Background: an optimization exercise with open tools, aiming at small area, a short achievable clock period and few clock cycles. Do not read the settings as production practice.
RTL that was checked went through simulation tests only; none was proved equivalent to the original.
Power and IR drop assume default switching activity.

==> flow/design.v (excerpt) <==
module lsu_top (
  input  logic        clk,
  input  logic        reset,
  input  logic        in_valid,
  output logic        in_ready,
  input  logic [2:0]  in_funct3,
  input  logic        in_mm_re,
  input  logic        in_mm_we,
  input  logic        in_atomic,
  input  logic [4:0]  in_funct5,
  input  logic [63:0] in_addr,
  input  logic [4:0]  in_rd_addr,
  input  logic [63:0] in_data,
  output logic        dbus_req,
  output logic        dbus_we,
  output logic [63:0] dbus_addr,
  output logic [7:0]  dbus_sel,
  output logic [63:0] dbus_wdata,
  input  logic        dbus_ack,
  input  logic [63:0] dbus_rdata,
  output logic        wb_valid,
  output logic        wb_we,
  output logic [4:0]  wb_rd_addr,
  output logic [63:0] wb_rd_data,
  output logic        misaligned
);
==> module lsu, before the edit <==
module lsu #(
  parameter int XLEN = pipeline::XLEN
) (
  input  logic                  clk,
  input  logic                  reset,
  input  logic                  in_valid,
  output logic                  in_ready,
  input  pipeline::memory_signals signals_in,
  output logic                  dbus_req,
  output logic                  dbus_we,
  output logic [XLEN-1:0]       dbus_addr,
  output logic [XLEN/8-1:0]     dbus_sel,
  output logic [XLEN-1:0]       dbus_wdata,
  input  logic                  dbus_ack,
  input  logic [XLEN-1:0]       dbus_rdata,
  output logic                  wb_valid,
  output logic                  wb_we,
  output logic [4:0]            wb_rd_addr,
  output logic [XLEN-1:0]       wb_rd_data,
  output logic                  misaligned
);
  logic [2:0]  f3;
  logic [4:0]  f5;
  logic [63:0] addr, data;
  logic [2:0]  lane;
  assign f3   = signals_in.funct3;
  assign f5   = signals_in.funct5;
  assign addr = signals_in.mm_addr;
  assign data = signals_in.data;
  assign lane = addr[2:0];
  logic        amo_cmp_q, amo_wr_q;
  logic [63:0] res_q;
  logic [5:0]  op_q;
  logic        sc_seen_q, sc_ok_q;
  logic        resv_valid_q;
  logic [60:0] resv_tag_q;
  logic        wb_valid_q, wb_we_q, misaligned_q;
  logic [4:0]  wb_rd_addr_q;
  logic [63:0] wb_data_q;
  logic        is_mem, is_lr, is_sc, is_amo, is_store, is_load, mis, sc_ok, sc_wait, sc_pass;
  logic        need_bus, accept, amo_rd_ack;
  always_comb begin
    is_mem   = signals_in.mm_re | signals_in.mm_we | signals_in.atomic;
    is_lr    = signals_in.atomic & ~signals_in.mm_we;
    is_sc    = signals_in.atomic & ~signals_in.mm_re;
    is_amo   = signals_in.atomic & signals_in.mm_re & signals_in.mm_we;
    is_store = signals_in.mm_we & ~signals_in.atomic;
    is_load  = signals_in.mm_re & ~signals_in.mm_we;
    mis      = (lane[0] & (f3[1] | f3[0])) | (lane[1] & f3[1]) | (lane[2] & f3[1] & f3[0]);
    sc_ok    = resv_valid_q & (resv_tag_q == addr[63:3]);
    sc_wait  = is_sc & ~mis & ~sc_seen_q;
    sc_pass  = sc_seen_q & sc_ok_q;
    need_bus = in_valid & is_mem & ~mis & (~is_sc | sc_pass) & ~amo_cmp_q;
    in_ready = ~sc_wait & ~amo_cmp_q & (~need_bus | (dbus_ack & (~is_amo | amo_wr_q)));
    accept   = in_valid & in_ready;
    amo_rd_ack = need_bus & is_amo & ~amo_wr_q & dbus_ack;
  end
  logic [7:0]  ld_b0, ld_b1;
  logic [15:0] ld_h1;
  logic        ld_sign, ld_fill;
  logic [63:0] load_ext;
  always_comb begin
    ld_b0 = dbus_rdata[{lane, 3'b000} +: 8];
    ld_b1 = dbus_rdata[{lane[2:1], 4'b1000} +: 8];
    ld_h1 = lane[2] ? dbus_rdata[63:48] : dbus_rdata[31:16];
    case (f3[1:0])
      2'b00:   ld_sign = ld_b0[7];
      2'b01:   ld_sign = ld_b1[7];
      default: ld_sign = ld_h1[15];
    endcase
    ld_fill  = ~f3[2] & ld_sign;
    load_ext = {(f3[1:0] == 2'b11) ? dbus_rdata[63:32] : {32{ld_fill}},
                f3[1]              ? ld_h1             : {16{ld_fill}},
                (f3[1:0] != 2'b00) ? ld_b1             : {8{ld_fill}},
                ld_b0};
  end
  logic [63:0] src, rep;
  always_comb begin
    src = amo_wr_q ? res_q : data;
    case (f3[1:0])
      2'b00:   rep = {8{src[7:0]}};
      2'b01:   rep = {4{src[15:0]}};
      2'b10:   rep = {2{src[31:0]}};
      default: rep = src;
    endcase
  end
  logic        w_op, minmax, uns, mx, c32, c64, lt, pick;
  logic [63:0] a, b, bx, r, hx, hc;
  logic [64:0] pa, pb, pp, pg;
  logic [65:0] sum;
  always_comb begin
    minmax = op_q[4];
    uns    = op_q[3];
    mx     = op_q[2];
    w_op   = op_q[5];
    a      = wb_data_q;
    bx     = res_q;
    b      = bx ^ {64{minmax}};
    pa     = {a, 1'b1};
    pb     = {bx, minmax};
    pp     = pa ^ pb;
    pg     = pa & pb;
    sum    = pa + pb;
    hx     = pp[64:1];    
    hc     = pg[64:1];    
    c32    = sum[33] ^ pp[33];
    c64    = sum[65];
    if (w_op) lt = (~uns & (a[31] ^ b[31])) ? a[31] : ~c32;
    else      lt = (~uns & (a[63] ^ b[63])) ? a[63] : ~c64;
    pick   = minmax & (lt ^ mx);    
    r      = ({64{minmax | op_q[0]}} & b)
           | ({64{~minmax & ~op_q[0] & (op_q[3:2] == 2'b00)}} & sum[64:1])
           | ({64{~minmax & ~op_q[0] & (op_q[3:2] == 2'b01)}} & hx)
           | ({64{~minmax & ~op_q[0] & op_q[3]}} & hc)
           | ({64{~minmax & ~op_q[0] & (op_q[3:2] == 2'b10)}} & hx);
    r      = pick ? a : r;
  end
  always_comb begin
    dbus_req   = need_bus;
    dbus_we    = is_store | is_sc | (is_amo & amo_wr_q);
    dbus_addr  = {addr[63:3], 3'b000};
    for (int k = 0; k < 8; k++)
      dbus_sel[k] = ((k[2] == lane[2]) | (f3[1] & f3[0])) & ((k[1] == lane[1]) | f3[1])
                  & ((k[0] == lane[0]) | f3[1] | f3[0]);
    dbus_wdata = rep;
    wb_valid   = wb_valid_q;
    wb_we      = wb_we_q;
    wb_rd_addr = wb_rd_addr_q;
    misaligned = misaligned_q;
    wb_rd_data = wb_data_q;
  end
  always_ff @(posedge clk) begin
    if (reset) begin
      amo_cmp_q    <= 1'b0;
      amo_wr_q     <= 1'b0;
      resv_valid_q <= 1'b0;
      sc_seen_q    <= 1'b0;
      wb_valid_q   <= 1'b0;
    end else begin
      amo_cmp_q  <= amo_rd_ack;
      if (amo_cmp_q) amo_wr_q <= 1'b1;
      if (need_bus & is_amo & amo_wr_q & dbus_ack) amo_wr_q <= 1'b0;
      sc_seen_q  <= in_valid & is_sc & ~accept;
      wb_valid_q <= accept;
      if (accept & is_sc) resv_valid_q <= 1'b0;
      if (accept & is_lr & ~mis) resv_valid_q <= 1'b1;
    end
  end
  always_ff @(posedge clk) begin
    if (accept & is_lr & ~mis) resv_tag_q <= addr[63:3];
    sc_ok_q      <= sc_ok;
    wb_we_q      <= (signals_in.rd_addr != 5'd0) & ~(is_mem & mis) & ~is_store;
    wb_rd_addr_q <= signals_in.rd_addr;
    misaligned_q <= is_mem & mis;
    if (~amo_cmp_q & ~amo_wr_q)
      wb_data_q <= ({64{~is_mem}} & data)
                 | ({64{(is_load | is_amo) & ~mis}} & load_ext)
                 | {63'd0, is_sc & ~mis & ~sc_ok_q};
    op_q         <= {~f3[0], f5};
    if (amo_cmp_q)      res_q <= r;
    else if (~amo_wr_q) res_q <= data ^ {64{f5[4]}};
  end
endmodule
Settings: LEC_CHECK=0, CAP_MARGIN=20, CORE_MARGIN=2, CORE_UTILIZATION=55, SETUP_SLACK_MARGIN=3.7, SLEW_MARGIN=20, TNS_END_PERCENT=5; clock period 8.0 ns.
standard.sh (not shown) runs the stock make flow with config.mk's settings and CLKGATE_MAP_FILE= SYNTH_SCRIPT=/design/flow/synth_recipe.tcl, a recipe that flattens the netlist after the stock synthesis.
==> flow/flow/run.sh <==
#!/bin/bash
# The standard layout (standard.sh: the standard flow's own ORFS flow and synthesis, unchanged), with the
# port buffers that placement inserts made sky130_fd_sc_hd__buf_1 instead of the default cell.
set -euo pipefail
export BUFFER_PORTS_ARGS="-buffer_cell sky130_fd_sc_hd__buf_1"
bash standard.sh > standard_flow.log 2>&1
The starting point completed without violations.
Testbench counts at the start, summed over its fixed seeds: cycles 8,991.
Next try:
--- a/flow/design.v
+++ b/flow/design.v
@@ -42,31 +42,28 @@
   assign data = signals_in.data;
   assign lane = addr[2:0];
   logic        amo_cmp_q, amo_wr_q;
   logic [63:0] res_q;
   logic [5:0]  op_q;
-  logic        sc_seen_q, sc_ok_q;
   logic        resv_valid_q;
   logic [60:0] resv_tag_q;
   logic        wb_valid_q, wb_we_q, misaligned_q;
   logic [4:0]  wb_rd_addr_q;
   logic [63:0] wb_data_q;
-  logic        is_mem, is_lr, is_sc, is_amo, is_store, is_load, mis, sc_ok, sc_wait, sc_pass;
+  logic        is_mem, is_lr, is_sc, is_amo, is_store, is_load, mis, sc_ok;
   logic        need_bus, accept, amo_rd_ack;
   always_comb begin
     is_mem   = signals_in.mm_re | signals_in.mm_we | signals_in.atomic;
     is_lr    = signals_in.atomic & ~signals_in.mm_we;
     is_sc    = signals_in.atomic & ~signals_in.mm_re;
     is_amo   = signals_in.atomic & signals_in.mm_re & signals_in.mm_we;
     is_store = signals_in.mm_we & ~signals_in.atomic;
     is_load  = signals_in.mm_re & ~signals_in.mm_we;
     mis      = (lane[0] & (f3[1] | f3[0])) | (lane[1] & f3[1]) | (lane[2] & f3[1] & f3[0]);
     sc_ok    = resv_valid_q & (resv_tag_q == addr[63:3]);
-    sc_wait  = is_sc & ~mis & ~sc_seen_q;
-    sc_pass  = sc_seen_q & sc_ok_q;
-    need_bus = in_valid & is_mem & ~mis & (~is_sc | sc_pass) & ~amo_cmp_q;
-    in_ready = ~sc_wait & ~amo_cmp_q & (~need_bus | (dbus_ack & (~is_amo | amo_wr_q)));
+    need_bus = in_valid & is_mem & ~mis & (~is_sc | sc_ok) & ~amo_cmp_q;
+    in_ready = ~amo_cmp_q & (~need_bus | (dbus_ack & (~is_amo | amo_wr_q)));
     accept   = in_valid & in_ready;
     amo_rd_ack = need_bus & is_amo & ~amo_wr_q & dbus_ack;
   end
   logic [7:0]  ld_b0, ld_b1;
   logic [15:0] ld_h1;
@@ -145,32 +142,29 @@
   always_ff @(posedge clk) begin
     if (reset) begin
       amo_cmp_q    <= 1'b0;
       amo_wr_q     <= 1'b0;
       resv_valid_q <= 1'b0;
-      sc_seen_q    <= 1'b0;
       wb_valid_q   <= 1'b0;
     end else begin
       amo_cmp_q  <= amo_rd_ack;
       if (amo_cmp_q) amo_wr_q <= 1'b1;
       if (need_bus & is_amo & amo_wr_q & dbus_ack) amo_wr_q <= 1'b0;
-      sc_seen_q  <= in_valid & is_sc & ~accept;
       wb_valid_q <= accept;
       if (accept & is_sc) resv_valid_q <= 1'b0;
       if (accept & is_lr & ~mis) resv_valid_q <= 1'b1;
     end
   end
   always_ff @(posedge clk) begin
     if (accept & is_lr & ~mis) resv_tag_q <= addr[63:3];
-    sc_ok_q      <= sc_ok;
     wb_we_q      <= (signals_in.rd_addr != 5'd0) & ~(is_mem & mis) & ~is_store;
     wb_rd_addr_q <= signals_in.rd_addr;
     misaligned_q <= is_mem & mis;
     if (~amo_cmp_q & ~amo_wr_q)
       wb_data_q <= ({64{~is_mem}} & data)
                  | ({64{(is_load | is_amo) & ~mis}} & load_ext)
-                 | {63'd0, is_sc & ~mis & ~sc_ok_q};
+                 | {63'd0, is_sc & ~mis & ~sc_ok};
     op_q         <= {~f3[0], f5};
     if (amo_cmp_q)      res_q <= r;
     else if (~amo_wr_q) res_q <= data ^ {64{f5[4]}};
   end
 endmodule
The changed run went through all stages and came out clean. Total power went down by 3.3%. Via count went down by 4.3%. First-iteration DRC count went down by 1.3%. Non-clock buffer count went down by 20. Register-to-register slack loses 20 ps. Cell area went down by 3.2%. Synthesized area went down by 2.1%. Clock skew is about the same. Worst setup slack loses 780 ps. Die area went down by 2.0%.
Function not checked in the second run of this note: the RTL went through the layout flow alone.

## re-timing with driven ports
No port has a modelled driver above. Below, the same layouts with a new extraction and two added sets of constraints. Step 1 (the two cells are an assumption about what drives the block):
set clk [get_ports {clk}]
set_driving_cell -lib_cell sky130_fd_sc_hd__clkbuf_16 $clk
set_driving_cell -lib_cell sky130_fd_sc_hd__buf_2 [delete_from_list [all_inputs] $clk]
Step 2 adds t to the input delays and takes it off the output delays; t is the mean of the earliest and latest rising clock arrival at the registers after step 1. Input paths then give back, and output paths get back, about the clock's delay inside the block. Slacks: no drivers / after step 1 / after step 2; pairs: no drivers / after step 1.
run | shift t [ns] | setup slack, ns | worst setup path after step 2 | slew at the worst register clock pin (ns) | worst data-port slew with drivers (ns)
the first run | 0.649 | 3.555 / 3.495 / 3.495 | input to output | 0.07 / 0.07 | 0.13
the second run | 0.649 | 2.774 / 2.730 / 2.730 | input to output | 0.07 / 0.07 | 0.12
After both steps every run listed still meets setup and hold. The setup slack of the first run, which loses most, moves by -0.060 ns with the drivers and by -0.060 ns with both steps.
